From an optimization exercise on the open Yosys and OpenROAD flow, aimed at small area, a short achievable clock period and few clock cycles per item; shortcuts taken in it are not production practice.
Where RTL was checked, it was by simulation tests only, not by an equivalence proof against the original.
For run 1, only the layout was checked, not whether the RTL still works.

==> flow/design.v <==
module triangle_strip_tessellator (
    input  logic        clk,
    input  logic        rst_n,
    input  logic        start,
    output logic        busy,
    input  logic [47:0] corner_bottom_left,
    input  logic [47:0] corner_bottom_right,
    input  logic [47:0] corner_top,
    input  logic [47:0] normal_left,
    input  logic [47:0] normal_right,
    input  logic [47:0] normal_top,
    input  logic        cfg_wr_en,
    input  logic [3:0]  cfg_wr_data,
    output logic        vertex_valid,
    output logic [47:0] vertex_position,
    output logic [47:0] vertex_normal,
    output logic        last_vertex
);
    localparam int R4      = 1;
    localparam int DIV_CYC = 8 / R4;
    localparam int DCW     = $clog2(DIV_CYC);
    function automatic logic [16:0] add16(input logic [15:0] a, input logic [15:0] b, input logic ci);
        logic [15:0] g, p, gg, pp, gn, pn;
        logic [16:0] c;
        g  = a & b;
        p  = a ^ b;
        gg = g;
        pp = p;
        for (int l = 1; l < 16; l = l * 2)
        begin
            gn = gg;
            pn = pp;
            for (int i = 0; i < 16; i++)
                if ((i / l) % 2 == 1)
                begin
                    gn[i] = gg[i] | (pp[i] & gg[(i / l) * l - 1]);
                    pn[i] = pp[i] & pp[(i / l) * l - 1];
                end
            gg = gn;
            pp = pn;
        end
        c[0] = ci;
        for (int i = 1; i <= 16; i++)
            c[i] = gg[i-1] | (pp[i-1] & ci);
        add16 = {c[16], p ^ c[15:0]};
    endfunction
    function automatic logic [3:0] add4(input logic [3:0] x, input logic [3:0] y);
        logic [3:0] g, p;
        logic g10, g21, p21, g20;
        g   = x & y;
        p   = x ^ y;
        g10 = g[1] | (p[1] & g[0]);
        g21 = g[2] | (p[2] & g[1]);
        p21 = p[2] & p[1];
        g20 = g21 | (p21 & g[0]);
        add4 = {p[3] ^ g20, p[2] ^ g10, p[1] ^ g[0], p[0]};
    endfunction
    function automatic logic [5:0] add6(input logic [5:0] x, input logic [5:0] y);
        logic [5:0] g, p, c;
        g    = x & y;
        p    = x ^ y;
        c[0] = 1'b0;
        c[1] = g[0];
        c[2] = g[1] | (p[1] & g[0]);
        c[3] = g[2] | (p[2] & g[1]) | (p[2] & p[1] & g[0]);
        c[4] = g[3] | (p[3] & g[2]) | (p[3] & p[2] & g[1]) | (p[3] & p[2] & p[1] & g[0]);
        c[5] = g[4] | (p[4] & g[3]) | (p[4] & p[3] & g[2]) | (p[4] & p[3] & p[2] & g[1])
             | (p[4] & p[3] & p[2] & p[1] & g[0]);
        add6 = p ^ c;
    endfunction
    function automatic logic [4:0] add5(input logic [4:0] x, input logic [4:0] y, input logic ci);
        logic [4:0] g, p, c;
        g    = x & y;
        p    = x ^ y;
        c[0] = ci;
        c[1] = g[0] | (p[0] & ci);
        c[2] = g[1] | (p[1] & g[0]) | (p[1] & p[0] & ci);
        c[3] = g[2] | (p[2] & g[1]) | (p[2] & p[1] & g[0]) | (p[2] & p[1] & p[0] & ci);
        c[4] = g[3] | (p[3] & g[2]) | (p[3] & p[2] & g[1]) | (p[3] & p[2] & p[1] & g[0])
             | (p[3] & p[2] & p[1] & p[0] & ci);
        add5 = p ^ c;
    endfunction
    logic [3:0] cfg_q;
    logic [3:0] n_sat;
    always_ff @(posedge clk or negedge rst_n)
    begin
        if (!rst_n)
            cfg_q <= 4'd1;
        else if (cfg_wr_en)
            cfg_q <= cfg_wr_data;
    end
    assign n_sat = (cfg_q == 4'd0) ? 4'd1 : (cfg_q > 4'd10) ? 4'd10 : cfg_q;
    logic           busy_q, v_q, pend_q, top_q, last_q;
    logic           sel_l_q, sel_r_q, sel_t_q;
    logic [2:0]     slot_q;
    logic [3:0]     kleft_q;
    logic           first_q, run_q, done_q, conv_q;
    logic [DCW-1:0] dcnt_q;
    logic       v_n, pend_n, top_n, last_n, busy_n;
    logic [2:0] slot_n;
    logic [3:0] kleft_n;
    logic       accept, upd_l, upd_r;
    assign accept = start && !busy_q;
    always_comb
    begin
        v_n     = v_q;
        pend_n  = pend_q;
        slot_n  = slot_q;
        top_n   = top_q;
        kleft_n = kleft_q;
        if (!busy_q)
        begin
            v_n     = start;
            pend_n  = 1'b0;
            slot_n  = 3'd0;
            top_n   = (n_sat == 4'd1);
            kleft_n = n_sat - 4'd2;
        end
        else if (pend_q)
        begin
            if (done_q)
            begin
                v_n    = 1'b1;
                pend_n = 1'b0;
            end
        end
        else if (top_q)
            slot_n = slot_q + 3'd1;
        else if (slot_q == 3'd5)
        begin
            slot_n = 3'd0;
            if (kleft_q == 4'd0)
                top_n = 1'b1;
            else
                kleft_n = kleft_q - 4'd1;
        end
        else if (slot_q == 3'd1 && !done_q)
        begin
            v_n    = 1'b0;
            pend_n = 1'b1;
            slot_n = 3'd2;
        end
        else
            slot_n = slot_q + 3'd1;
        last_n = v_n && top_n && (slot_n == 3'd2);
        busy_n = (v_n || pend_n) && !last_n;
    end
    assign upd_r = done_q && !top_q && ((v_q && slot_q == 3'd1) || pend_q);
    assign upd_l = v_q && !top_q && (slot_q == 3'd3);
    always_ff @(posedge clk or negedge rst_n)
    begin
        if (!rst_n)
        begin
            busy_q  <= 1'b0;
            v_q     <= 1'b0;
            pend_q  <= 1'b0;
            top_q   <= 1'b0;
            last_q  <= 1'b0;
            slot_q  <= 3'd0;
            kleft_q <= 4'd0;
            sel_l_q <= 1'b0;
            sel_r_q <= 1'b0;
            sel_t_q <= 1'b0;
            first_q <= 1'b0;
            run_q   <= 1'b0;
            done_q  <= 1'b0;
            conv_q  <= 1'b0;
            dcnt_q  <= '0;
        end
        else
        begin
            busy_q  <= busy_n;
            v_q     <= v_n;
            pend_q  <= pend_n;
            top_q   <= top_n;
            last_q  <= last_n;
            slot_q  <= slot_n;
            kleft_q <= kleft_n;
            sel_t_q <= top_n && (slot_n == 3'd2);
            sel_r_q <= top_n ? (slot_n == 3'd1)
                             : (slot_n == 3'd1 || slot_n == 3'd2 || slot_n == 3'd4);
            sel_l_q <= top_n ? (slot_n == 3'd0)
                             : (slot_n == 3'd0 || slot_n == 3'd3 || slot_n == 3'd5);
            first_q <= accept;
            conv_q  <= run_q && (dcnt_q == DCW'(DIV_CYC - 1));
            if (accept)
            begin
                run_q  <= 1'b0;
                done_q <= (n_sat == 4'd1);
            end
            else if (first_q)
            begin
                run_q  <= !done_q;
                dcnt_q <= '0;
            end
            else if (run_q)
            begin
                dcnt_q <= dcnt_q + DCW'(1);
                if (dcnt_q == DCW'(DIV_CYC - 1))
                begin
                    run_q  <= 1'b0;
                    done_q <= 1'b1;
                end
            end
        end
    end
    logic [15:0] pt_q  [6];      
    logic [15:0] tp_q  [3];
    logic [47:0] nl_q, nr_q, nt_q;
    logic [3:0]  n_q;
    logic [5:0]  nm1_q, nm2_q, nm3_q;    
    always_ff @(posedge clk)
    begin
        if (!busy_q)
        begin
            nl_q  <= normal_left;
            nr_q  <= normal_right;
            nt_q  <= normal_top;
            n_q   <= n_sat;
            nm1_q <= -{2'b00, n_sat};
            nm2_q <= -{1'b0, n_sat, 1'b0};
            nm3_q <= -({2'b00, n_sat} + {1'b0, n_sat, 1'b0});
        end
    end
    for (genvar l = 0; l < 3; l++)
    begin : g_tp
        always_ff @(posedge clk)
        begin
            if (!busy_q)
                tp_q[l] <= corner_top[16*l +: 16];
        end
    end
    for (genvar j = 0; j < 6; j++)
    begin : g_lane
        localparam int L = j % 3;
        logic [15:0] q_q;        
        logic [3:0]  u_q;        
        logic [3:0]  e_q;        
        logic        ng_q;       
        logic [16:0] sum;
        logic [15:0] q_it;
        logic [3:0]  u_it;
        logic [4:0]  d5;
        logic        w, cst, cst_q, upd;
        logic [3:0]  e_nx;
        assign sum = add16(pt_q[j], q_q, first_q | ~cst);
        always_comb
        begin
            logic [5:0] t, d1, d2, d3;
            q_it = q_q;
            u_it = u_q;
            for (int i = 0; i < R4; i++)
            begin
                t  = {u_it, q_it[15:14]};
                d1 = add6(t, nm1_q);
                d2 = add6(t, nm2_q);
                d3 = add6(t, nm3_q);
                if (!d3[5])
                begin
                    u_it = d3[3:0];
                    q_it = {q_it[13:0], 2'b00};
                end
                else if (!d2[5])
                begin
                    u_it = d2[3:0];
                    q_it = {q_it[13:0], 2'b01};
                end
                else if (!d1[5])
                begin
                    u_it = d1[3:0];
                    q_it = {q_it[13:0], 2'b10};
                end
                else
                begin
                    u_it = t[3:0];
                    q_it = {q_it[13:0], 2'b11};
                end
            end
        end
        assign d5   = add5({1'b0, e_q}, {1'b1, ~u_q}, 1'b1);
        assign w    = ~d5[4];
        assign e_nx = conv_q ? u_q : (w ? d5[3:0] : add4(d5[3:0], n_q));
        assign cst  = conv_q ? (ng_q && (u_q != 4'd0)) : cst_q;
        always_ff @(posedge clk)
        begin
            logic nz_nx;
            nz_nx = w ? (e_q != u_q) : ((e_q != 4'd0) || (u_q != n_q));
            cst_q <= ng_q ? (w ^ nz_nx ^ (e_q != 4'd0)) : w;
        end
        assign upd  = (j < 3) ? upd_l : upd_r;
        always_ff @(posedge clk)
        begin
            if (run_q)
            begin
                q_q <= q_it;
                u_q <= u_it;
            end
            else if (!busy_q)
                q_q <= ~corner_top[16*L +: 16];
            else if (first_q)
            begin
                q_q  <= sum[15:0];
                ng_q <= pt_q[j][15] ^ q_q[15] ^ sum[16];
                u_q  <= (pt_q[j][15] ^ q_q[15] ^ sum[16]) ? (n_q - 4'd1) : 4'd0;
            end
            else if (conv_q)
                u_q <= n_q - u_q;
        end
        always_ff @(posedge clk)
        begin
            if (first_q)
                e_q <= 4'd0;
            else if (upd)
                e_q <= e_nx;
        end
        always_ff @(posedge clk)
        begin
            if (!busy_q)
                pt_q[j] <= (j < 3) ? corner_bottom_left[16*L +: 16]
                                   : corner_bottom_right[16*L +: 16];
            else if (upd)
                pt_q[j] <= sum[15:0];
        end
    end
    logic [47:0] pl, pr, pt;
    assign pl = {pt_q[2], pt_q[1], pt_q[0]};
    assign pr = {pt_q[5], pt_q[4], pt_q[3]};
    assign pt = {tp_q[2], tp_q[1], tp_q[0]};
    logic                v_o_q, last_o_q;
    logic [47:0]         pos_o_q, nrm_o_q;
    always_ff @(posedge clk or negedge rst_n)
    begin
        if (!rst_n)
        begin
            v_o_q    <= 1'b0;
            last_o_q <= 1'b0;
        end
        else
        begin
            v_o_q    <= v_q;
            last_o_q <= last_q;
        end
    end
    always_ff @(posedge clk)
    begin
        pos_o_q <= ({48{sel_l_q}} & pl) | ({48{sel_r_q}} & pr) | ({48{sel_t_q}} & pt);
        nrm_o_q <= ({48{sel_l_q}} & nl_q) | ({48{sel_r_q}} & nr_q) | ({48{sel_t_q}} & nt_q);
    end
    assign busy            = busy_q;
    assign vertex_valid    = v_o_q;
    assign last_vertex     = last_o_q;
    assign vertex_position = pos_o_q;
    assign vertex_normal   = nrm_o_q;
endmodule
==> flow/flow/run.sh <==
#!/bin/bash
# Layout: the standard flow (standard.sh, all ORFS steps), except that the
# port buffers are the smallest buffer cell instead of ORFS's default choice.
set -euo pipefail
export BUFFER_PORTS_ARGS="-buffer_cell sky130_fd_sc_hd__buf_1"
bash standard.sh > standard_flow.log 2>&1
==> flow/standard.sh <==
#!/bin/bash
# synth_recipe.tcl (not shown) runs the flow's synth.tcl, then flattens the netlist and writes it again
# the make line also repeats each setting of config.mk as NAME=value (left out here)
make -C /OpenROAD-flow-scripts/flow DESIGN_CONFIG=/design/flow/config.mk WORK_HOME=/design/flow/orfs CLKGATE_MAP_FILE= SYNTH_SCRIPT=/design/flow/synth_recipe.tcl "${@:-finish}"
==> flow/config.mk <==
export PLATFORM = sky130hd
export DESIGN_NAME = triangle_strip_tessellator
export DESIGN_NICKNAME = triangle_strip_tessellator
export VERILOG_FILES = /design/flow/design.v
export SDC_FILE = /design/flow/constraint.sdc
export NUM_CORES = 4
export LEC_CHECK = 0
export CAP_MARGIN = 20
export CORE_MARGIN = 2
export CORE_UTILIZATION = 40
export SETUP_SLACK_MARGIN = 3.0
export SLEW_MARGIN = 20
==> flow/constraint.sdc <==
create_clock -name core_clock -period 6.0 [get_ports {clk}]
set_input_delay 1.2000 -clock core_clock [delete_from_list [all_inputs] [get_ports {clk}]]
set_output_delay 1.2000 -clock core_clock [all_outputs]
set_load 0.01 [all_outputs]
==> results.sh, run 1 <==
export IMPL_port_buffers=394
export IMPL_die_w_um=288
export IMPL_relSlewSlack_pct=27.8
export IMPL_clk_path_buf_depth=3
export IMPL_multi_input_area_um2=15200
export IMPL_worstMarginPinSlew_ns=1.08
export IMPL_cts_buffers=69
export IMPL_finalCritPeriodShare_pct=51.2
export IMPL_clkTransAtPathRegs_ns=0.06
export IMPL_rows=104
export IMPL_hold_path_class="flip-flop to flip-flop"
export IMPL_rsz0062_at_grt="true"
export IMPL_hold_start="last_q"
export IMPL_fmax_ghz=0.325
export IMPL_hold_buffers=0
export IMPL_yosys_warnings=3
export IMPL_endpoint_kind="flip-flop"
export IMPL_clock_root_buffer="clkbuf_16"
export IMPL_ys_async_sr_fraction_pct=4.82
export IMPL_syn_area_um2=32300
export IMPL_syn2layout_area_growth_pct=18.5
export IMPL_fp_dieH_um=288
export IMPL_core_um2=80300
export IMPL_htree_levels=3
export IMPL_die_area_um2=83100
export IMPL_grt_max_degree=90
export IMPL_place_congestion=0.907
export IMPL_drive_above_1_share_pct=10.8
export IMPL_path_cells="ha_4, a21o_1, a221oi_4, a21oi_2, o21a_1, or4_4, a221oi_4, buf_6, xnor2_1, mux2_2"
export IMPL_drcViolationCount=0
export IMPL_grt_usage_pct=23.8
export IMPL_hpwl_um=69700
export IMPL_antenna_left=0
export IMPL_start_kind="flip-flop"
export IMPL_final_core_util_pct=47.7
export IMPL_maxCapViolCount=0
export IMPL_startpoint="g_lane[2].q_q[1]"
export IMPL_vias=25100
export IMPL_slew_viol_final=0
export IMPL_cts_tree="built"
export IMPL_path_class="flip-flop to flip-flop"
export IMPL_syn_area_per_cell_um2=11.0
export IMPL_synth_edff_count=427
export IMPL_grt_pass1_vias=24000
export IMPL_wl_per_cell_um=22.5
export IMPL_synthCells=2936
export IMPL_cp_common_cell="a221oi_4"
export IMPL_cp_slowest_stage_delay_ns=0.52
export IMPL_skew_ns=0.0282
export IMPL_cp_arrival_ns=3.44
export IMPL_crit_slowest_cell="or4_4"
export IMPL_ioPinCount=395
export IMPL_ys_ff_latch=581
export IMPL_antenna_found_initial=7
export IMPL_dr_pass1_iters=8
export IMPL_viasPerCell=5.57
export IMPL_critPathRequiredTime_ns=6.36
export IMPL_syn_nets=3525
export IMPL_drt_initial_drc_count=2652
export IMPL_crit_path_max_fanout=5
export IMPL_finalNetCount=3970
export IMPL_fin_setup_tns_ns=0
export IMPL_drt_wl_total_um=101000
export IMPL_ys_types=88
export IMPL_setup_viol=0
export IMPL_gr_total_overflow=0
export IMPL_ff_latch_area_um2=16100
export IMPL_clk_latency_ns=0.63
export IMPL_finalHoldViolations=0
export IMPL_ys_seq_area_share_pct=49.6
export IMPL_start_util_pct=40.3
export IMPL_grt_pass1_wl_um=149000
export IMPL_cts_sinks=581
export IMPL_nFillCells=7325
export IMPL_period_needed_ns=3.07
export IMPL_synthFlopType="edfxtp_1"
export IMPL_r2r_start="g_lane[2].q_q[1]"
export IMPL_outcome="finished clean"
-- through the flow --
stage	instance area (um^2)	hold slack, ns	std cells	setup slack, ns
6_report	38300	0.366	4502	2.93
5_1_grt	38300	0.372	4501	2.85
4_1_cts	37700	0.375	4452	2.94
3_5_place_dp	35000	0.336	4295	2.59
3_3_place_gp	34900	0.336	4294	2.64
2_1_floorplan	32400	0.331	2936	3.02
-- synth_stat cells, types with 8 or more instances --
library cell / number / area, um^2
o21bai_1: 16 / 120
dfxtp_1: 126 / 2520
and3_1: 20 / 125
a22oi_1: 9 / 67.6
o21ai_0: 161 / 806
nor2b_1: 18 / 113
a21o_1: 68 / 510
nor4_1: 9 / 56.3
and2_1: 13 / 81.3
and4_1: 8 / 70.1
o22ai_1: 9 / 56.3
mux2_2: 56 / 631
ha_1: 257 / 3220
a222oi_1: 97 / 971
o31ai_1: 15 / 113
inv_1: 260 / 976
o221ai_1: 16 / 140
nor3_1: 34 / 170
nand3_1: 30 / 150
dfrtp_1: 27 / 676
mux2i_1: 23 / 230
nor2_1: 174 / 653
a31oi_1: 19 / 119
or3_1: 9 / 56.3
buf_1: 16 / 60.1
a211oi_1: 22 / 165
fa_1: 36 / 721
a21oi_1: 202 / 1010
edfxtp_1: 427 / 12800
xor2_1: 74 / 648
nand2_1: 229 / 860
xnor2_1: 127 / 1110
a2bb2oi_1: 32 / 280
nand2b_1: 22 / 138
o211ai_1: 26 / 195
nand4_1: 10 / 62.6
o21a_1: 20 / 150
clkbuf_1: 100 / 375
-- registers in the layout, indices dropped and copies added, names as in the netlist, 24 cells and up --
signal and cells:
g_lane.u_q 24, pos_o_q 48, pt_q 96, nt_q 48
g_lane.q_q 96, nrm_o_q 48, nr_q 48, tp_q 48
nl_q 48, g_lane.e_q 24
-- area by class of cell --
cell class              instances  area share, %
diodes                          4         0.0261
clock buffers                  91           4.97
clock inverters                37           1.14
inverters                     262           2.60
multi-input cells            1968           39.8
flip-flops and latches        581           42.0
well taps                    1060           3.46
repair buffers                499           6.09
-- worst max-delay path: cells and delay by family (launching register included) --
| kind | cells | cell delay, ns |
|---|---|---|
| buffers and inverters | 1 | 0.17 |
| and+or+nand+nor | 1 | 0.52 |
| muxes | 1 | 0.26 |
| AOI/OAI and AO/OA | 5 | 1.08 |
| DFF | 1 | 0.44 |
| adders and majority gates | 1 | 0.28 |
| xor gates and xnor gates | 1 | 0.06 |
-- worst paths after layout --
kind,end,slack [ns],cells after the start
min reg2reg,last_o_q,0.37,0
max,pt_q[2][15],2.93,10
max reg2reg,pt_q[2][15],2.93,10
max in group asynchronous,run_q,4.83,1
min,last_o_q,0.37,0
min in group asynchronous,cfg_q[1],0.62,1
-- per-layer routing --
layer / GRT usage [%] / up-vias / share of wire (%)
met5: 0 / - / 0.013
met4: 8.32 / 2 / 3.1
met3: 4.72 / 172 / 7.7
met2: 37.2 / 1004 / 46
met1: 32.8 / 12100 / 43
li1: - / 11800 / -
-- cells in the final DEF, fill, tap and decap left out, drive strengths merged, types with 126 or more instances in the layout --
cell type  count
nor2         174
a21oi        205
o21ai        162
inv          264
dfxtp        126
ha           257
xnor2        127
buf          497
edfxtp       427
nand2        229
-- cells by family after synthesis --
kind of cell	synth area share [%]
compound gates	17.1
simple gates	8.40
flops	49.6
buf+inv	4.57
fa+ha+maj	12.2
xor+xnor	5.45
mux	2.66
-- repair_timing --
item / in CTS / in global routing
resized for setup: 24 / 53
pin swaps: 9 / 12
gates cloned: 0 / 0
buffers inserted: 29 / 45
setup endpoints to repair: 57 / 59
==> inputs of run 2 (changes only) <==
--- a/flow/design.v
+++ b/flow/design.v
@@ -241,7 +241,9 @@
         logic [15:0] q_it;
         logic [3:0]  u_it;
         logic [4:0]  d5;
+        logic        ng;
         logic        w, cst, cst_q, upd;
+        logic [3:0]  enx_q;      
         logic [3:0]  e_nx;
         assign sum = add16(pt_q[j], q_q, first_q | ~cst);
         always_comb
@@ -279,13 +281,14 @@
         end
         assign d5   = add5({1'b0, e_q}, {1'b1, ~u_q}, 1'b1);
         assign w    = ~d5[4];
-        assign e_nx = conv_q ? u_q : (w ? d5[3:0] : add4(d5[3:0], n_q));
+        assign e_nx = conv_q ? u_q : enx_q;
         assign cst  = conv_q ? (ng_q && (u_q != 4'd0)) : cst_q;
         always_ff @(posedge clk)
         begin
             logic nz_nx;
             nz_nx = w ? (e_q != u_q) : ((e_q != 4'd0) || (u_q != n_q));
             cst_q <= ng_q ? (w ^ nz_nx ^ (e_q != 4'd0)) : w;
+            enx_q <= w ? d5[3:0] : add4(d5[3:0], n_q);
         end
         assign upd  = (j < 3) ? upd_l : upd_r;
         always_ff @(posedge clk)
@@ -300,12 +303,17 @@
             else if (first_q)
             begin
                 q_q  <= sum[15:0];
-                ng_q <= pt_q[j][15] ^ q_q[15] ^ sum[16];
-                u_q  <= (pt_q[j][15] ^ q_q[15] ^ sum[16]) ? (n_q - 4'd1) : 4'd0;
+                u_q  <= ng ? (n_q - 4'd1) : 4'd0;
             end
             else if (conv_q)
                 u_q <= n_q - u_q;
         end
+        assign ng = pt_q[j][15] ^ q_q[15] ^ sum[16];
+        always_ff @(posedge clk)
+        begin
+            if (first_q)
+                ng_q <= ng;
+        end
         always_ff @(posedge clk)
         begin
             if (first_q)
==> run 2 against run 1 <==
Utilization decreased by 0.099 points. Area after synthesis grew 0.95%. Sequential share of layout area up 1.1 points. Clock skew up 0.0076 ns. Setup slack gained 0.068 ns. Synthesized cell count down 0.17%. Wire length shrank 3.7%. First-iteration DRC count decreased by 16%. Critical path type unchanged. Critical endpoint is now g_lane[4].u_q[3]. Highest routed layer unchanged.
==> results.sh, run 2 <==
export IMPL_die_w_um=290
export IMPL_crit_slowest_cell="edfxtp_1"
export IMPL_cp_common_cell="a21oi_2"
export IMPL_grt_usage_pct=22.9
export IMPL_reg_top3="g_lane.q_q x96, pt_q x96"
export IMPL_gr_total_overflow=0
export IMPL_synthCells=2931
export IMPL_hold_buffers=0
export IMPL_rows=104
export IMPL_maxCapViolCount=0
export IMPL_start_util_pct=40.4
export IMPL_drt_initial_drc_count=2220
export IMPL_path_cells="ha_1, a21oi_2, o21bai_1, a21oi_2, xnor2_2, nand2_1, o311a_1, a221o_1"
export IMPL_ioPinCount=395
export IMPL_period_needed_ns=3.01
export IMPL_outcome="finished clean"
export IMPL_wl_per_cell_um=21.9
export IMPL_syn_area_um2=32600
export IMPL_critPathRequiredTime_ns=6.35
export IMPL_vias=24700
export IMPL_fin_setup_tns_ns=0
export IMPL_finalCritPeriodShare_pct=50.1
export IMPL_mostFrequentLayoutCells="edfxtp_1 (427), buf_1 (394), inv_1 (266), ha_1 (253), a21oi_1 (202)"
export IMPL_cp_top_family="compound AO/OA/AOI/OAI gates"
export IMPL_worstReg2RegEnd="g_lane[4].u_q[3]"
export IMPL_hold_path_class="flip-flop to flip-flop"
export IMPL_nFillCells=7571
export IMPL_yosysTopAreaCell="edfxtp_1"
export IMPL_cp_slowest_stage_delay_ns=0.66
export IMPL_ff_latch_area_um2=16500
export IMPL_ys_async_sr_fraction_pct=4.63
export IMPL_syn_area_per_cell_um2=11.1
export IMPL_grt_max_degree=165
export IMPL_setup_viol=0
export IMPL_yosysMostFrequentCell="edfxtp_1"
export IMPL_slew_viol_final=0
export IMPL_synthFlopType="edfxtp_1"
export IMPL_cts_sinks=605
export IMPL_dr_pass1_iters=6
export IMPL_finalNetCount=3935
export IMPL_synth_top_area_share_pct=39.3
export IMPL_rsz0062_at_grt="true"
export IMPL_syn_nets=3520
export IMPL_synth_common_cells="edfxtp_1 (427), inv_1 (269), ha_1 (257)"
export IMPL_synth_edff_count=427
export IMPL_clock_root_buffer="clkbuf_16"
export IMPL_place_congestion=0.881
export IMPL_grt_pass1_vias=24400
export IMPL_r2r_start="nm3_q[2]"
export IMPL_final_core_util_pct=47.6
export IMPL_start_kind="flip-flop"
export IMPL_ys_types=83
export IMPL_dp_cells=4297
export IMPL_finalNonFillerCells=4464
export IMPL_port_buffers=394
export IMPL_hpwl_um=67700
export IMPL_cp_arrival_ns=3.36
export IMPL_drt_wl_total_um=97600
export IMPL_cts_buffers=67
export IMPL_viasPerCell=5.53
export IMPL_drive_above_1_share_pct=9.29
export IMPL_startpoint="nm3_q[2]"
export IMPL_relSlewSlack_pct=29.6
export IMPL_crit_path_max_fanout=7
export IMPL_syn2layout_area_growth_pct=17.7
export IMPL_worstPathBufferInverterCount=0
export IMPL_antenna_found_initial=10
export IMPL_layout_commonest_cell="edfxtp_1"
export IMPL_path_class="flip-flop to flip-flop"
export IMPL_endpoint_kind="flip-flop"
export IMPL_skew_ns=0.0358
export IMPL_die_area_um2=83900
export IMPL_yosys_warnings=3
export IMPL_core_um2=80700
export IMPL_finalHoldViolations=0
export IMPL_worstMarginPinSlew_ns=1.05
export IMPL_grt_pass1_wl_um=146000
export IMPL_ys_ff_latch=605
export IMPL_fmax_ghz=0.333
export IMPL_multi_input_area_um2=15100
export IMPL_clk_latency_ns=0.63
export IMPL_reg2reg_slack_ns=2.99
export IMPL_ys_seq_area_share_pct=50.6
export IMPL_fp_dieH_um=290
export IMPL_path_depth=8
export IMPL_drcViolationCount=0
export IMPL_antenna_left=0
export IMPL_clk_path_buf_depth=3
export IMPL_endpoint="g_lane[4].u_q[3]"
export IMPL_cts_tree="built"
export IMPL_synthTopCellsByArea="edfxtp_1 (39%), ha_1 (9.9%), dfxtp_1 (9.2%), xnor2_1 (3.4%), a21oi_1 (3.3%)"
export IMPL_clkTransAtPathRegs_ns=0.06
export IMPL_htree_levels=3
export IMPL_reg2reg_depth=8
[run 2: cell families after synthesis]
logic type / Yosys count / share of synthesized area [%]
AOI/OAI and AO/OA: 796 / 16.7
xor gates and xnor gates: 188 / 5.05
adders and majority gates: 293 / 12.1
buffers and inverters: 387 / 4.49
DFF: 605 / 50.6
muxes: 100 / 3.25
and+or+nand+nor: 562 / 7.77
[run 2: worst register-to-register path, cell delays in order, from the launching register on]
cell	delay, ns
edfxtp_1	0.66
ha_1	0.46
a21oi_2	0.09
o21bai_1	0.21
a21oi_2	0.10
xnor2_2	0.38
nand2_1	0.17
o311a_1	0.41
a221o_1	0.26
[run 2: how the worst min path moves through the flow]
stage / end / from / cells past startpoint
after global placement: last_o_q / last_q / 0
after global routing: last_o_q / last_q / 0
after CTS: last_o_q / last_q / 0
final: last_o_q / last_q / 0
after detailed placement: last_o_q / last_q / 0
after floorplan: last_o_q / last_q / 0
[run 2: what timing repair did]
action / CTS / global route
resized for setup: 33 / 59
buffers inserted: 31 / 9
pin swaps: 5 / 11
setup endpoints to repair: 120 / 100
cloned: 0 / 0
[run 2: area by class of cell]
type / count / share of cell area (%)
clock buffers: 89 / 4.81
well taps: 1060 / 3.45
inverters: 271 / 2.68
flip-flops and latches: 605 / 43.1
clock inverters: 35 / 1.18
multi-input cells: 1939 / 39.4
repair buffers: 462 / 5.35
diodes: 3 / 0.0195
[run 2: per-stage QoR]
step                area (um^2)  hold slack (ns)  worst slack, ns
detailed placement        35300            0.340             2.39
finish                    38400            0.360             2.99
global placement          35300            0.354             2.47
floorplan                 32700            0.331             3.00
CTS                       38000            0.363             2.98
global route              38400            0.372             2.89
[run 2: metal layers]
metal	vias to the layer above	global-route usage, %	wire length [um]
li1	11700	-	-
met1	11900	29.6	40300
met2	896	38.4	46300
met3	172	5.11	7980
met4	12	7.13	2920
met5	-	0	79
Testbench counts of run 2, summed over its fixed seeds: cycles 12,172, vertices 9,852.
==> inputs of run 3 (changes only) <==
--- a/flow/config.mk
+++ b/flow/config.mk
@@ -7,6 +7,8 @@
 export LEC_CHECK = 0
 export CAP_MARGIN = 20
 export CORE_MARGIN = 2
-export CORE_UTILIZATION = 40
+export CORE_UTILIZATION = 60
+export CTS_CLUSTER_DIAMETER = 80
+export CTS_CLUSTER_SIZE = 25
 export SETUP_SLACK_MARGIN = 3.0
 export SLEW_MARGIN = 20
==> run 3 against run 2 <==
Synthesized cell count unchanged. Setup slack improved by 0.022 ns. Wire length decreased by 1.5%. Area after synthesis unchanged. Via count increased by 2.2%. Critical path type unchanged.
==> results.sh, run 3 <==
export IMPL_outcome="finished clean"
export IMPL_rows=85
export IMPL_clkTransAtPathRegs_ns=0.09
export IMPL_mostFrequentLayoutCells="edfxtp_1 (427), buf_1 (394), inv_1 (266), ha_1 (252), a21oi_1 (201)"
export IMPL_finalNonFillerCells=4069
export IMPL_ys_seq_area_share_pct=50.6
export IMPL_antenna_found_initial=14
export IMPL_layout_commonest_cell="edfxtp_1"
export IMPL_synthCells=2931
export IMPL_drcViolationCount=0
export IMPL_synth_edff_count=427
export IMPL_drt_wl_total_um=96200
export IMPL_fmax_ghz=0.335
export IMPL_hpwl_um=66100
export IMPL_synthFlopType="edfxtp_1"
export IMPL_gr_total_overflow=0
export IMPL_ys_async_sr_fraction_pct=4.63
export IMPL_cp_common_cell="a21oi_1"
export IMPL_crit_slowest_cell="edfxtp_1"
export IMPL_yosysMostFrequentCell="edfxtp_1"
export IMPL_fp_dieH_um=237
export IMPL_yosysTopAreaCell="edfxtp_1"
export IMPL_cts_buffers=36
export IMPL_dr_pass1_iters=9
export IMPL_worstMarginPinSlew_ns=1.11
export IMPL_ys_ff_latch=605
export IMPL_skew_ns=0.0327
export IMPL_path_cells="buf_12, buf_4, ha_1, a211oi_2, o21bai_1, a21oi_1, xnor2_1, mux2i_1, mux2i_1, a21oi_1, a21oi_1"
export IMPL_die_area_um2=56300
export IMPL_die_w_um=237
export IMPL_clk_latency_ns=0.61
export IMPL_syn_nets=3520
export IMPL_drive_above_1_share_pct=8.56
export IMPL_ys_types=83
export IMPL_critPathRequiredTime_ns=6.30
export IMPL_period_needed_ns=2.98
export IMPL_start_kind="flip-flop"
export IMPL_nFillCells=4162
export IMPL_finalNetCount=3924
export IMPL_drt_initial_drc_count=2646
export IMPL_cts_tree="built"
export IMPL_setup_viol=0
export IMPL_hold_path_class="flip-flop to flip-flop"
export IMPL_finalCritPeriodShare_pct=49.7
export IMPL_syn_area_per_cell_um2=11.1
export IMPL_start_util_pct=60.6
export IMPL_cts_sinks=605
export IMPL_wl_per_cell_um=23.6
export IMPL_endpoint_kind="flip-flop"
export IMPL_worstPathBufferInverterCount=2
export IMPL_synth_top_area_share_pct=39.3
export IMPL_reg_top3="g_lane.q_q x96, pt_q x96"
export IMPL_fin_setup_tns_ns=0
export IMPL_rsz0062_at_grt="true"
export IMPL_cp_top_family="compound AO/OA/AOI/OAI gates"
export IMPL_place_congestion=0.933
export IMPL_antenna_left=0
export IMPL_finalHoldViolations=0
export IMPL_maxCapViolCount=0
export IMPL_cp_arrival_ns=3.28
export IMPL_port_buffers=394
export IMPL_yosys_warnings=3
export IMPL_holdWs_ns=0.370
export IMPL_htree_levels=2
export IMPL_viasPerCell=6.20
export IMPL_dp_cells=3929
export IMPL_synthTopCellsByArea="edfxtp_1 (39%), ha_1 (9.9%), dfxtp_1 (9.2%), xnor2_1 (3.4%), a21oi_1 (3.3%)"
export IMPL_clock_root_buffer="clkbuf_16"
export IMPL_grt_max_degree=216
export IMPL_path_class="flip-flop to flip-flop"
export IMPL_relSlewSlack_pct=26.0
export IMPL_grt_pass1_vias=25300
export IMPL_synth_common_cells="edfxtp_1 (427), inv_1 (269), ha_1 (257)"
export IMPL_ioPinCount=395
export IMPL_clk_path_buf_depth=3
export IMPL_grt_usage_pct=33.8
export IMPL_hold_buffers=0
export IMPL_syn2layout_area_growth_pct=13.4
export IMPL_slew_viol_final=0
export IMPL_grt_pass1_wl_um=146000
export IMPL_crit_path_max_fanout=8
export IMPL_cp_slowest_stage_delay_ns=0.42
export IMPL_vias=25200
export IMPL_syn_area_um2=32600
export IMPL_core_um2=53800
## run 3: logic make-up after synthesis
family	share of synthesized area, %
multiplexers	3.25
XOR/XNOR	5.05
adder cells (fa/ha/maj)	12.1
AO/OA/AOI/OAI	16.7
buffers and inverters	4.49
flip-flops	50.6
AND/OR/NAND/NOR	7.77
## run 3: cell type report
type	count	area (um^2)	area share (%)
clock inverters	21	209	0.565
repair buffers	482	2240	6.06
inverters	271	1030	2.78
flip-flops and latches	605	16600	44.7
diodes	10	25.0	0.0676
clock buffers	45	966	2.61
well taps	696	871	2.35
multi-input cells	1939	15100	40.8
## run 3: repair_timing
| action | 4_1_cts | 5_1_grt |
|---|---|---|
| pin swaps | 3 | 11 |
| buffers inserted | 32 | 32 |
| setup endpoints to repair | 186 | 57 |
| gates cloned | 0 | 0 |
| gates resized for setup | 46 | 43 |
## run 3: per-stage QoR
stage | worst slack, ns | area (um^2) | utilization, %
6_report | 3.02 | 37000 | 68.8
2_1_floorplan | 3.00 | 32700 | -
5_1_grt | 2.92 | 37000 | 68.7
3_3_place_gp | 2.35 | 34800 | 64.7
4_1_cts | 2.90 | 36500 | 67.8
3_5_place_dp | 2.27 | 34800 | 64.7
## run 3: final timing paths
path / slack (ns) / endpoint / start / depth (start not counted)
worst max-delay path: 3.02 / g_lane[4].u_q[2] / nm2_q[2] / 11
worst min register to register: 0.37 / last_o_q / last_q / 0
worst max register to register: 3.02 / g_lane[4].u_q[2] / nm2_q[2] / 11
min in group asynchronous: 0.61 / sel_r_q / rst_n / 2
worst min-delay path: 0.37 / last_o_q / last_q / 0
max in group asynchronous: 5.07 / conv_q / rst_n / 2
## run 3: metal layers
layer | wire, um | track usage, % | up-vias
met5 | 53 | 0 | -
met4 | 3430 | 13.1 | 8
met3 | 8510 | 6.82 | 202
met2 | 45600 | 55.5 | 1126
met1 | 38600 | 44.3 | 12200
li1 | - | - | 11700
==> inputs of run 4 (changes only) <==
--- a/flow/config.mk
+++ b/flow/config.mk
@@ -7,8 +7,8 @@
 export LEC_CHECK = 0
 export CAP_MARGIN = 20
 export CORE_MARGIN = 2
-export CORE_UTILIZATION = 60
+export CORE_UTILIZATION = 40
 export CTS_CLUSTER_DIAMETER = 80
 export CTS_CLUSTER_SIZE = 25
-export SETUP_SLACK_MARGIN = 3.0
+export SETUP_SLACK_MARGIN = 2.8
 export SLEW_MARGIN = 20
==> run 4 against run 3 <==
Global-route usage shrank 11 points. Clock-buffer cell count increased by 7. Critical path type unchanged. Wire length increased by 1.3%. Final area increased by 0.27%. Via count down 3.2%. Die area grew 49%. Critical path depth is 3 lower. Area after synthesis unchanged. Final cell count rose by 8.4%. Setup slack lost 0.12 ns. Synthesized cell count did not move.
==> results.sh, run 4 <==
export IMPL_outcome="finished clean"
export IMPL_mostFrequentLayoutCells="edfxtp_1 (427), buf_1 (394), inv_1 (267), ha_1 (257), a21oi_1 (212)"
export IMPL_syn2layout_area_growth_pct=13.7
export IMPL_viasPerCell=5.54
export IMPL_cp_arrival_ns=3.45
export IMPL_cts_sinks=605
export IMPL_grt_pass1_vias=24100
export IMPL_relSlewSlack_pct=30.4
export IMPL_ys_types=83
export IMPL_syn_nets=3520
export IMPL_setup_viol=0
export IMPL_dp_cells=4304
export IMPL_worstMarginPinSlew_ns=1.04
export IMPL_cp_slowest_stage_delay_ns=0.52
export IMPL_place_congestion=0.916
export IMPL_die_area_um2=83900
export IMPL_wl_per_cell_um=22.1
export IMPL_period_needed_ns=3.11
export IMPL_path_cells="o41a_1, a221oi_1, a41o_1, a41oi_1, o21ai_1, a21oi_1, or2_1, a22o_1"
export IMPL_synthCells=2931
export IMPL_grt_usage_pct=22.7
export IMPL_path_class="flip-flop to flip-flop"
export IMPL_place_ws_ns=2.41
export IMPL_htree_levels=2
export IMPL_drive_above_1_share_pct=6.64
export IMPL_start_util_pct=40.4
export IMPL_synthTopCellsByArea="edfxtp_1 (39%), ha_1 (9.9%), dfxtp_1 (9.2%), xnor2_1 (3.4%), a21oi_1 (3.3%)"
export IMPL_hold_path_class="flip-flop to flip-flop"
export IMPL_ioPinCount=395
export IMPL_die_w_um=290
export IMPL_finalNetCount=3902
export IMPL_crit_path_max_fanout=6
export IMPL_fin_setup_tns_ns=0
export IMPL_cts_tree="built"
export IMPL_finalNonFillerCells=4410
export IMPL_antenna_left=0
export IMPL_fmax_ghz=0.322
export IMPL_fp_dieH_um=290
export IMPL_synth_edff_count=427
export IMPL_holdWs_ns=0.365
export IMPL_timing_final_ws_setup_ns=2.89
export IMPL_clock_root_buffer="clkbuf_16"
export IMPL_critPathRequiredTime_ns=6.34
export IMPL_reg2reg_depth=8
export IMPL_layout_commonest_cell="edfxtp_1"
export IMPL_endpoint_kind="flip-flop"
export IMPL_cts_buffers=38
export IMPL_hold_depth=0
export IMPL_grt_max_degree=195
export IMPL_dr_pass1_iters=8
export IMPL_antenna_found_initial=11
export IMPL_gr_total_overflow=0
export IMPL_synthFlopType="edfxtp_1"
export IMPL_syn_area_um2=32600
export IMPL_vias=24400
export IMPL_drt_wl_total_um=97400
export IMPL_finalHoldViolations=0
export IMPL_ys_ff_latch=605
export IMPL_port_buffers=394
export IMPL_drcViolationCount=0
export IMPL_crit_slowest_cell="edfxtp_1"
export IMPL_maxCapViolCount=0
export IMPL_slew_viol_final=0
export IMPL_synth_common_cells="edfxtp_1 (427), inv_1 (269), ha_1 (257)"
export IMPL_start_kind="flip-flop"
export IMPL_reg_top3="g_lane.q_q x96, pt_q x96"
export IMPL_rows=104
export IMPL_clkTransAtPathRegs_ns=0.10
export IMPL_yosysTopAreaCell="edfxtp_1"
export IMPL_core_um2=80700
export IMPL_drt_initial_drc_count=2036
export IMPL_yosysMostFrequentCell="edfxtp_1"
export IMPL_hold_buffers=0
export IMPL_clk_latency_ns=0.61
export IMPL_synth_top_area_share_pct=39.3
export IMPL_ys_seq_area_share_pct=50.6
export IMPL_clk_path_buf_depth=3
export IMPL_finalCritPeriodShare_pct=51.8
export IMPL_nFillCells=7598
export IMPL_skew_ns=0.0378
export IMPL_ys_async_sr_fraction_pct=4.63
export IMPL_hpwl_um=68300
export IMPL_rsz0062_at_grt="true"
export IMPL_syn_area_per_cell_um2=11.1
export IMPL_grt_pass1_wl_um=145000
export IMPL_yosys_warnings=3
[run 4: cell families after synthesis]
| logic type | share of synthesized area [%] |
|---|---|
| simple gates | 7.77 |
| xor+xnor | 5.05 |
| mux | 3.25 |
| buf+inv | 4.49 |
| compound gates | 16.7 |
| flops | 50.6 |
| fa+ha+maj | 12.1 |
[run 4: layout make-up]
cell class	instances	area (um^2)	area share, %
inverter	271	1020	2.76
timing repair buffer	458	2020	5.45
tap	1060	1330	3.57
clock buffer	52	1110	2.99
sequential	605	16500	44.6
multi-input combinational	1939	14800	39.9
clock inverter	18	263	0.708
antenna	7	17.5	0.0472
[run 4: critical path: cells and delay by family, from the launching register on]
family,cells,cell delay [ns]
AND/OR/NAND/NOR,1,0.26
flip-flops,1,0.52
AO/OA/AOI/OAI,7,2.07
[run 4: per-layer routing]
metal,vias up,routed length (um),GRT usage (%)
met4,6,2630,7.03
met1,11800,41200,29.7
met2,861,45900,38.1
li1,11600,-,-
met5,-,34,0
met3,134,7640,4.21
[run 4: through the flow]
step                area [um^2]  util [%]
floorplan                 32600         -
global route              37100      46.0
finish                    37100      46.0
detailed placement        35300      43.8
CTS                       36900      45.7
global placement          35300      43.8
[run 4: worst paths after layout]
check	startpoint	to	slack [ns]
hold reg to reg	last_q	last_o_q	0.37
setup reg to reg	g_lane[5].u_q[2]	g_lane[5].u_q[3]	2.89
max in group asynchronous	rst_n	first_q	5.06
hold / removal	last_q	last_o_q	0.37
setup / recovery	g_lane[5].u_q[2]	g_lane[5].u_q[3]	2.89
min in group asynchronous	rst_n	last_q	0.60
[run 4: timing repair]
| item | CTS | global route |
|---|---|---|
| gates resized for setup | 7 | 17 |
| buffers inserted | 18 | 11 |
| pin swaps | 1 | 1 |
| endpoints found under the setup margin | 29 | 33 |
==> inputs of run 5 (changes only) <==
--- a/flow/config.mk
+++ b/flow/config.mk
@@ -10,5 +10,6 @@
 export CORE_UTILIZATION = 40
 export CTS_CLUSTER_DIAMETER = 80
 export CTS_CLUSTER_SIZE = 25
-export SETUP_SLACK_MARGIN = 2.8
+export PLACE_DENSITY = 0.7
+export SETUP_SLACK_MARGIN = 3.0
 export SLEW_MARGIN = 20
==> run 5 against run 4 <==
Wire length shrank 3.7%. Clock skew shrank 0.018 ns. Via count grew 1.6%. Critical path depth is the same. Largest cell class unchanged.
==> results.sh, run 5 <==
export IMPL_drive_above_1_share_pct=7.54
export IMPL_wl_per_cell_um=21.3
export IMPL_dr_pass1_iters=9
export IMPL_worstMarginPinSlew_ns=1.19
export IMPL_holdWs_ns=0.373
export IMPL_clk_latency_ns=0.59
export IMPL_synth_common_cells="edfxtp_1 (427), inv_1 (269), ha_1 (257)"
export IMPL_crit_path_max_fanout=5
export IMPL_clkTransAtPathRegs_ns=0.10
export IMPL_core_um2=80700
export IMPL_ys_async_sr_fraction_pct=4.63
export IMPL_finalNonFillerCells=4404
export IMPL_ff_latch_area_um2=16500
export IMPL_rsz0062_at_grt="true"
export IMPL_r2r_start="g_lane[3].u_q[2]"
export IMPL_drcViolationCount=0
export IMPL_cp_arrival_ns=3.30
export IMPL_drt_wl_total_um=93900
export IMPL_syn_area_um2=32600
export IMPL_grt_usage_pct=21.5
export IMPL_yosysMostFrequentCell="edfxtp_1"
export IMPL_critPathRequiredTime_ns=6.31
export IMPL_mostFrequentLayoutCells="edfxtp_1 (427), buf_1 (394), inv_1 (266), ha_1 (253)"
export IMPL_fin_area_um2=37100
export IMPL_nFillCells=7467
export IMPL_clock_root_buffer="clkbuf_16"
export IMPL_skew_ns=0.0196
export IMPL_gr_total_overflow=0
export IMPL_grt_max_degree=185
export IMPL_grt_pass1_wl_um=140000
export IMPL_slew_viol_final=0
export IMPL_syn_nets=3520
export IMPL_drt_initial_drc_count=2336
export IMPL_worstReg2RegEnd="g_lane[3].u_q[2]"
export IMPL_synth_top_area_share_pct=39.3
export IMPL_maxCapViolCount=0
export IMPL_finalNetCount=3907
export IMPL_die_area_um2=83900
export IMPL_grt_pass1_vias=24400
export IMPL_vias=24800
export IMPL_placed_cell_area_um2=35300
export IMPL_fin_setup_tns_ns=0
export IMPL_syn2layout_area_growth_pct=13.8
export IMPL_synthTopCellsByArea="edfxtp_1 (39%), ha_1 (9.9%), dfxtp_1 (9.2%), xnor2_1 (3.4%), a21oi_1 (3.3%)"
export IMPL_relSlewSlack_pct=20.7
export IMPL_htree_levels=2
export IMPL_viasPerCell=5.64
export IMPL_finalHoldViolations=0
export IMPL_crit_slowest_cell="o41a_1"
export IMPL_ys_types=83
export IMPL_syn_area_per_cell_um2=11.1
export IMPL_synthFlopType="edfxtp_1"
export IMPL_cts_tree="built"
export IMPL_synth_edff_count=427
export IMPL_hold_start="last_q"
export IMPL_place_congestion=0.914
export IMPL_hold_path_class="flip-flop to flip-flop"
export IMPL_ys_seq_area_share_pct=50.6
export IMPL_reg2reg_slack_ns=3.01
export IMPL_period_needed_ns=2.99
export IMPL_clk_path_buf_depth=3
export IMPL_fmax_ghz=0.335
export IMPL_antenna_left=0
export IMPL_antenna_found_initial=8
export IMPL_hpwl_um=65500
export IMPL_endpoint_kind="flip-flop"
export IMPL_start_kind="flip-flop"
export IMPL_dp_cells=4296
export IMPL_layout_commonest_cell="edfxtp_1"
export IMPL_synthCells=2931
export IMPL_fp_dieH_um=290
export IMPL_multi_input_area_um2=15100
export IMPL_outcome="finished clean"
export IMPL_port_buffers=394
export IMPL_ys_ff_latch=605
export IMPL_final_core_util_pct=46.0
export IMPL_start_util_pct=40.4
export IMPL_cp_top_family="compound AO/OA/AOI/OAI gates"
export IMPL_reg_top3="g_lane.q_q x96, pt_q x96"
export IMPL_cp_slowest_stage_delay_ns=0.47
export IMPL_yosys_warnings=3
export IMPL_path_class="flip-flop to flip-flop"
export IMPL_finalCritPeriodShare_pct=49.8
export IMPL_cts_buffers=34
export IMPL_setup_viol=0
export IMPL_die_w_um=290
export IMPL_worstPathBufferInverterCount=0
export IMPL_rows=104
export IMPL_hold_end="last_o_q"
export IMPL_reg2reg_depth=8
export IMPL_cts_sinks=605
export IMPL_path_cells="o41a_1, a221o_1, a32oi_4, nand4_4, a211oi_4, o41ai_4, a221oi_2, a21oi_1"
export IMPL_yosysTopAreaCell="edfxtp_1"
export IMPL_ioPinCount=395
export IMPL_hold_depth=0
## run 5: cell counts after synthesis
Identical to the previous run, type by type.
## run 5: area by class of cell
| type | instances | area share, % |
|---|---|---|
| Antenna cell | 1 | 0.00674 |
| Clock buffer | 45 | 2.43 |
| Sequential cell | 605 | 44.5 |
| Tap cell | 1060 | 3.57 |
| Timing Repair Buffer | 467 | 5.64 |
| Inverter | 271 | 2.76 |
| Multi-Input combinational cell | 1939 | 40.6 |
| Clock inverter | 16 | 0.488 |
## run 5: per-stage QoR
step                setup WS [ns]
global placement             2.68
detailed placement           2.56
global route                 2.92
CTS                          3.00
floorplan                    3.00
finish                       3.01
## run 5: worst reg2reg max path: cells and delay by family (launching register included)
family | cells | cell delay [ns]
and+or+nand+nor | 1 | 0.15
DFF | 1 | 0.43
AOI/OAI and AO/OA | 7 | 2.15
## run 5: how the worst max path moves through the flow
| stage | cells after the start | endpoint | slack (ns) | from |
|---|---|---|---|---|
| after detailed placement | 9 | g_lane[2].u_q[0] | 2.56 | nm2_q[2] |
| final | 8 | g_lane[3].u_q[2] | 3.01 | g_lane[3].u_q[2] |
| after global placement | 8 | g_lane[4].u_q[2] | 2.68 | first_q |
| after floorplan | 9 | g_lane[0].u_q[3] | 3.00 | n_q[1] |
| after CTS | 9 | g_lane[0].q_q[11] | 3.00 | first_q |
| after global routing | 10 | g_lane[3].u_q[2] | 2.92 | n_q[1] |
## run 5: cell families (layout without fill, tap and decap cells)
group           Yosys count  in the layout  synth area share, %
xor+xnor                188            188                 5.05
compound gates          796            796                 16.7
buf+inv                 387            799                 4.49
simple gates            562            562                 7.77
fa+ha+maj               293            293                 12.1
other cells               0              1                    0
mux                     100            100                 3.25
flops                   605            605                 50.6
## run 5: metal layers
metal / part of all wire, % / global-route usage, % / vias to the layer above
met5: 0.061 / 0 / -
met4: 2.6 / 6.06 / 10
met3: 8.2 / 3.26 / 153
met2: 48 / 36.9 / 1029
met1: 41 / 28.3 / 12100
li1: - / - / 11600
## run 5: timing repair
action | in CTS | in global routing
endpoints found under the setup margin | 82 | 47
hold buffers | 0 | 0
pin swaps | 3 | 14
resized for setup | 22 | 54
endpoints found under the hold margin | 0 | 0
setup buffers | 26 | 20
==> inputs of run 6 (changes only) <==
--- a/flow/config.mk
+++ b/flow/config.mk
@@ -10,6 +10,5 @@
 export CORE_UTILIZATION = 40
 export CTS_CLUSTER_DIAMETER = 80
 export CTS_CLUSTER_SIZE = 25
-export PLACE_DENSITY = 0.7
 export SETUP_SLACK_MARGIN = 3.0
 export SLEW_MARGIN = 20
==> run 6 against run 5 <==
Still clean. Register-to-register slack lost 0.03 ns. Critical path depth is 1 higher. Area after synthesis stayed put. Flip-flop and latch count is the same. Critical path type unchanged. Highest routed layer unchanged.
==> results.sh, run 6 <==
export IMPL_path_class="flip-flop to flip-flop"
export IMPL_viasPerCell=5.53
export IMPL_fin_area_um2=37400
export IMPL_wl_per_cell_um=21.8
export IMPL_timing_final_ws_setup_ns=2.98
export IMPL_grt_max_degree=165
export IMPL_grt_pass1_wl_um=144000
export IMPL_start_util_pct=40.4
export IMPL_fp_dieH_um=290
export IMPL_antenna_found_initial=10
export IMPL_gr_total_overflow=0
export IMPL_r2r_start="g_lane[3].u_q[0]"
export IMPL_syn2layout_area_growth_pct=14.6
export IMPL_place_congestion=0.881
export IMPL_start_kind="flip-flop"
export IMPL_ys_seq_area_share_pct=50.6
export IMPL_cts_sinks=605
export IMPL_critPathRequiredTime_ns=6.31
export IMPL_synth_top_area_share_pct=39.3
export IMPL_ys_types=83
export IMPL_synth_common_cells="edfxtp_1 (427), inv_1 (269), ha_1 (257)"
export IMPL_worstMarginPinSlew_ns=1.05
export IMPL_startpoint="g_lane[3].u_q[0]"
export IMPL_path_cells="o41a_1, a221o_1, a32oi_4, nand4_4, a211oi_4, o41ai_4, buf_6, a221oi_2, a21oi_1"
export IMPL_clkTransAtPathRegs_ns=0.09
export IMPL_hold_start="last_q"
export IMPL_outcome="finished clean"
export IMPL_synthFlopType="edfxtp_1"
export IMPL_vias=24400
export IMPL_synthTopCellsByArea="edfxtp_1 (39%), ha_1 (9.9%), dfxtp_1 (9.2%), xnor2_1 (3.4%), a21oi_1 (3.3%)"
export IMPL_ys_ff_latch=605
export IMPL_crit_path_max_fanout=5
export IMPL_syn_nets=3520
export IMPL_hpwl_um=67700
export IMPL_place_ws_ns=2.39
export IMPL_die_w_um=290
export IMPL_yosys_warnings=3
export IMPL_clk_latency_ns=0.61
export IMPL_drive_above_1_share_pct=8.12
export IMPL_antenna_left=0
export IMPL_grt_pass1_vias=24100
export IMPL_mostFrequentLayoutCells="edfxtp_1 (427), buf_1 (394), inv_1 (266), ha_1 (252), a21oi_1 (202)"
export IMPL_crit_slowest_cell="o41a_1"
export IMPL_endpoint_kind="flip-flop"
export IMPL_syn_area_um2=32600
export IMPL_synth_edff_count=427
export IMPL_placed_cell_area_um2=35300
export IMPL_nFillCells=7636
export IMPL_finalCritPeriodShare_pct=50.3
export IMPL_dr_pass1_iters=8
export IMPL_cp_slowest_stage_delay_ns=0.46
export IMPL_drt_initial_drc_count=2275
export IMPL_ys_async_sr_fraction_pct=4.63
export IMPL_hold_path_class="flip-flop to flip-flop"
export IMPL_cts_tree="built"
export IMPL_layout_commonest_cell="edfxtp_1"
export IMPL_fin_setup_tns_ns=0
export IMPL_ioPinCount=395
export IMPL_relSlewSlack_pct=29.4
export IMPL_cts_buffers=36
export IMPL_grt_usage_pct=22.5
export IMPL_slew_viol_final=0
export IMPL_finalHoldViolations=0
export IMPL_clock_root_buffer="clkbuf_16"
export IMPL_fmax_ghz=0.331
export IMPL_period_needed_ns=3.02
export IMPL_finalNetCount=3909
export IMPL_synthCells=2931
export IMPL_port_buffers=394
export IMPL_maxCapViolCount=0
export IMPL_htree_levels=2
export IMPL_die_area_um2=83900
export IMPL_setup_viol=0
export IMPL_drcViolationCount=0
export IMPL_yosysMostFrequentCell="edfxtp_1"
export IMPL_drt_wl_total_um=96100
export IMPL_skew_ns=0.0439
export IMPL_clk_path_buf_depth=3
export IMPL_syn_area_per_cell_um2=11.1
export IMPL_reg_top3="g_lane.q_q x96, pt_q x96"
export IMPL_yosysTopAreaCell="edfxtp_1"
export IMPL_hold_buffers=0
export IMPL_core_um2=80700
export IMPL_cp_arrival_ns=3.33
export IMPL_rsz0062_at_grt="true"
export IMPL_rows=104
run 6: cell types whose count changed in the layout (fill, tap and decap cells not counted), moves of 3 or more:
cell and delta:
nor2_1 -4, inv_12 +3, o21ai_1 -5, nor2_2 +4
run 6: final timing paths:
kind / end / slack, ns / cells past startpoint
max reg2reg: g_lane[3].u_q[2] / 2.98 / 9
min: last_o_q / 0.37 / 0
max in group asynchronous: run_q / 5.07 / 2
min in group asynchronous: conv_q / 0.61 / 2
max: g_lane[3].u_q[2] / 2.98 / 9
min reg2reg: last_o_q / 0.37 / 0
run 6: logic make-up after synthesis:
| logic type | Yosys count | synth area share (%) |
|---|---|---|
| adder cells (fa/ha/maj) | 293 | 12.1 |
| multiplexers | 100 | 3.25 |
| AO/OA/AOI/OAI | 796 | 16.7 |
| buffers and inverters | 387 | 4.49 |
| flip-flops | 605 | 50.6 |
| AND/OR/NAND/NOR | 562 | 7.77 |
| XOR/XNOR | 188 | 5.05 |
run 6: metal layers:
metal  GRT usage (%)  up-vias  wire (um)
met3            4.29      141       7720
met5               0        -         84
met2            37.9      850      45600
met1            29.4    11800      40100
li1                -    11600          -
met4            6.71       12       2630
run 6: area by class of cell:
cell class | instances | area, um^2 | area share (%)
clock buffers | 47 | 952 | 2.55
multi-input cells | 1939 | 15200 | 40.5
repair buffers | 467 | 2120 | 5.66
flip-flops and latches | 605 | 16500 | 44.3
clock inverters | 19 | 245 | 0.656
inverters | 271 | 1030 | 2.76
diodes | 3 | 7.51 | 0.0201
well taps | 1060 | 1330 | 3.55
run 6: what timing repair did:
| action | CTS | global route |
|---|---|---|
| pin swaps | 3 | 13 |
| endpoints found under the setup margin | 122 | 103 |
| setup buffers | 34 | 11 |
| gates resized for setup | 34 | 62 |
| endpoints found under the hold margin | 0 | 0 |
run 6: critical path: cells and delay by family (launching register included):
kind	cells	cell delay (ns)
and+or+nand+nor	1	0.15
AOI/OAI and AO/OA	7	2.00
buffers and inverters	1	0.14
DFF	1	0.45
run 6: stage by stage:
| step | hold slack, ns | instances | util, % |
|---|---|---|---|
| after floorplan | 0.331 | 2931 | - |
| after global placement | 0.354 | 4297 | 43.8 |
| after detailed placement | 0.340 | 4297 | 43.8 |
| after CTS | 0.375 | 4397 | 45.8 |
| after global routing | 0.387 | 4409 | 46.3 |
| final | 0.375 | 4411 | 46.3 |
==> inputs of run 7 (changes only) <==
--- a/flow/config.mk
+++ b/flow/config.mk
@@ -10,5 +10,5 @@
 export CORE_UTILIZATION = 40
 export CTS_CLUSTER_DIAMETER = 80
 export CTS_CLUSTER_SIZE = 25
-export SETUP_SLACK_MARGIN = 3.0
+export SETUP_SLACK_MARGIN = 3.15
 export SLEW_MARGIN = 20
==> run 7 against run 6 <==
Clock skew fell by 0.0059 ns. Die area is the same. Utilization increased by 0.96 points.
==> results.sh, run 7 <==
export IMPL_outcome="finished clean"
export IMPL_hold_path_class="flip-flop to flip-flop"
export IMPL_antenna_found_initial=8
export IMPL_grt_pass1_wl_um=144000
export IMPL_drcViolationCount=0
export IMPL_period_needed_ns=2.93
export IMPL_yosysMostFrequentCell="edfxtp_1"
export IMPL_fmax_ghz=0.342
export IMPL_fin_area_um2=38200
export IMPL_syn2layout_area_growth_pct=16.9
export IMPL_maxCapViolCount=0
export IMPL_mostFrequentLayoutCells="edfxtp_1 (427), buf_1 (394), inv_1 (266), ha_1 (239), nor2_1 (200)"
export IMPL_relSlewSlack_pct=32.5
export IMPL_drt_wl_total_um=97900
export IMPL_cp_arrival_ns=3.27
export IMPL_vias=24800
export IMPL_cts_sinks=605
export IMPL_finalHoldViolations=0
export IMPL_grt_max_degree=166
export IMPL_start_kind="flip-flop"
export IMPL_hold_depth=0
export IMPL_synth_top_area_share_pct=39.3
export IMPL_critPathRequiredTime_ns=6.35
export IMPL_synthFlopType="edfxtp_1"
export IMPL_start_util_pct=40.4
export IMPL_cts_buffers=37
export IMPL_fin_setup_tns_ns=0
export IMPL_finalCritPeriodShare_pct=48.8
export IMPL_rows=104
export IMPL_drive_above_1_share_pct=10.8
export IMPL_wl_per_cell_um=22.0
export IMPL_clkTransAtPathRegs_ns=0.10
export IMPL_endpoint_kind="flip-flop"
export IMPL_path_class="flip-flop to flip-flop"
export IMPL_clk_latency_ns=0.61
export IMPL_synth_common_cells="edfxtp_1 (427), inv_1 (269), ha_1 (257)"
export IMPL_port_buffers=394
export IMPL_ff_latch_area_um2=16500
export IMPL_clock_root_buffer="clkbuf_16"
export IMPL_die_area_um2=83900
export IMPL_place_congestion=0.891
export IMPL_finalNetCount=3952
export IMPL_crit_path_max_fanout=4
export IMPL_dr_pass1_iters=7
export IMPL_final_core_util_pct=47.3
export IMPL_synthTopCellsByArea="edfxtp_1 (39%), ha_1 (9.9%), dfxtp_1 (9.2%), xnor2_1 (3.4%), a21oi_1 (3.3%)"
export IMPL_htree_levels=2
export IMPL_worstMarginPinSlew_ns=1.01
export IMPL_die_w_um=290
export IMPL_skew_ns=0.0380
export IMPL_clk_path_buf_depth=3
export IMPL_yosys_warnings=3
export IMPL_ys_types=83
export IMPL_ys_seq_area_share_pct=50.6
export IMPL_cts_tree="built"
export IMPL_placed_cell_area_um2=35300
export IMPL_synthCells=2931
export IMPL_layout_commonest_cell="edfxtp_1"
export IMPL_drt_initial_drc_count=2119
export IMPL_ys_ff_latch=605
export IMPL_antenna_left=0
export IMPL_reg_top3="g_lane.q_q x96, pt_q x96"
export IMPL_slew_viol_final=0
export IMPL_syn_area_per_cell_um2=11.1
export IMPL_setup_viol=0
export IMPL_holdWs_ns=0.368
export IMPL_ys_async_sr_fraction_pct=4.63
export IMPL_gr_total_overflow=0
export IMPL_syn_nets=3520
export IMPL_hpwl_um=68200
export IMPL_reg2reg_depth=8
export IMPL_nFillCells=7534
export IMPL_viasPerCell=5.56
export IMPL_grt_pass1_vias=24000
export IMPL_yosysTopAreaCell="edfxtp_1"
export IMPL_grt_usage_pct=22.5
export IMPL_core_um2=80700
export IMPL_rsz0062_at_grt="true"
export IMPL_ioPinCount=395
export IMPL_fp_dieH_um=290
export IMPL_multi_input_area_um2=15500
export IMPL_synth_edff_count=427
export IMPL_syn_area_um2=32600
==> run 7: cell counts after synthesis <==
Identical to the previous run, type by type.
==> run 7: layout make-up <==
class / instances / share of cell area, %
sequential: 605 / 43.4
multi-input combinational: 1939 / 40.6
timing repair buffer: 509 / 6.51
tap: 1060 / 3.48
inverter: 271 / 2.69
clock buffer: 48 / 2.65
clock inverter: 20 / 0.646
antenna: 5 / 0.0328
==> run 7: cells by family after synthesis <==
group | count (synthesis) | synth area share (%)
compound gates | 796 | 16.7
xor+xnor | 188 | 5.05
fa+ha+maj | 293 | 12.1
buf+inv | 387 | 4.49
flops | 605 | 50.6
mux | 100 | 3.25
simple gates | 562 | 7.77
==> run 7: path summary, 6_finish.rpt <==
| kind | start | end | slack, ns |
|---|---|---|---|
| setup / recovery | g_lane[3].u_q[0] | pt_q[3][15] | 3.07 |
| hold reg to reg | last_q | last_o_q | 0.37 |
| setup reg to reg | g_lane[3].u_q[0] | pt_q[3][15] | 3.07 |
| max in group asynchronous | rst_n | conv_q | 5.07 |
| hold / removal | last_q | last_o_q | 0.37 |
| min in group asynchronous | rst_n | slot_q[1] | 0.61 |
==> run 7: stage by stage <==
step	std cells	setup WS (ns)
4_1_cts	4415	3.11
5_1_grt	4456	3.01
2_1_floorplan	2931	3.06
6_report	4457	3.07
3_3_place_gp	4298	2.54
3_5_place_dp	4298	2.36
==> run 7: layer usage <==
| metal | vias to the layer above | track usage (%) | share of wire, % |
|---|---|---|---|
| met5 | - | 0 | 0.026 |
| met4 | 4 | 7.90 | 3.2 |
| met3 | 163 | 3.76 | 7.9 |
| met2 | 903 | 37.9 | 47 |
| met1 | 12000 | 29.4 | 41 |
| li1 | 11700 | - | - |
==> run 7: timing repair <==
item / CTS / global route
hold buffers: 0 / 0
pin swaps: 16 / 35
setup buffers: 49 / 36
resized for setup: 62 / 82
endpoints found under the setup margin: 174 / 84
==> run 7: worst max-delay path: stages (launching register included) <==
cell      delay (ns)
edfxtp_1        0.43
o41a_1          0.51
a221o_1         0.43
a32oi_4         0.25
nand4_4         0.13
a211oi_4        0.40
nor3_2          0.12
xnor2_1         0.15
mux2_4          0.26

## what the ideal ports hide
The results above use ideal ports. As a check the final layouts listed here were re-extracted and re-timed, cells and wires unchanged.
Step 1 (the two cells are an assumption about what drives the block):
set clk [get_ports {clk}]
set_driving_cell -lib_cell sky130_fd_sc_hd__clkbuf_16 $clk
set_driving_cell -lib_cell sky130_fd_sc_hd__buf_2 [delete_from_list [all_inputs] $clk]
Step 2, shift: input delay + t, output delay - t, t = (earliest + latest rising clock arrival at the registers) / 2. This alone moves slack from input paths to output paths.
Slacks: no drivers / after step 1 / after step 2; pairs: no drivers / after step 1.
| run | shift t [ns] | slack for setup (ns) | worst setup path after step 2 | slew at the worst register clock pin (ns) |
|---|---|---|---|---|
| run 1 | 0.683 | 2.925 / 2.925 / 2.925 | register to register | 0.06 / 0.06 |
| run 2 | 0.676 | 2.993 / 2.993 / 2.993 | register to register | 0.07 / 0.07 |
| run 3 | 0.651 | 3.016 / 3.016 / 3.016 | register to register | 0.10 / 0.10 |
| run 4 | 0.655 | 2.894 / 2.894 / 2.894 | register to register | 0.10 / 0.10 |
| run 5 | 0.655 | 3.012 / 3.012 / 3.012 | register to register | 0.11 / 0.11 |
| run 6 | 0.655 | 2.979 / 2.979 / 2.979 | register to register | 0.10 / 0.10 |
| run 7 | 0.649 | 3.073 / 3.073 / 3.073 | register to register | 0.10 / 0.10 |
After both steps setup and hold are still met in every run listed.
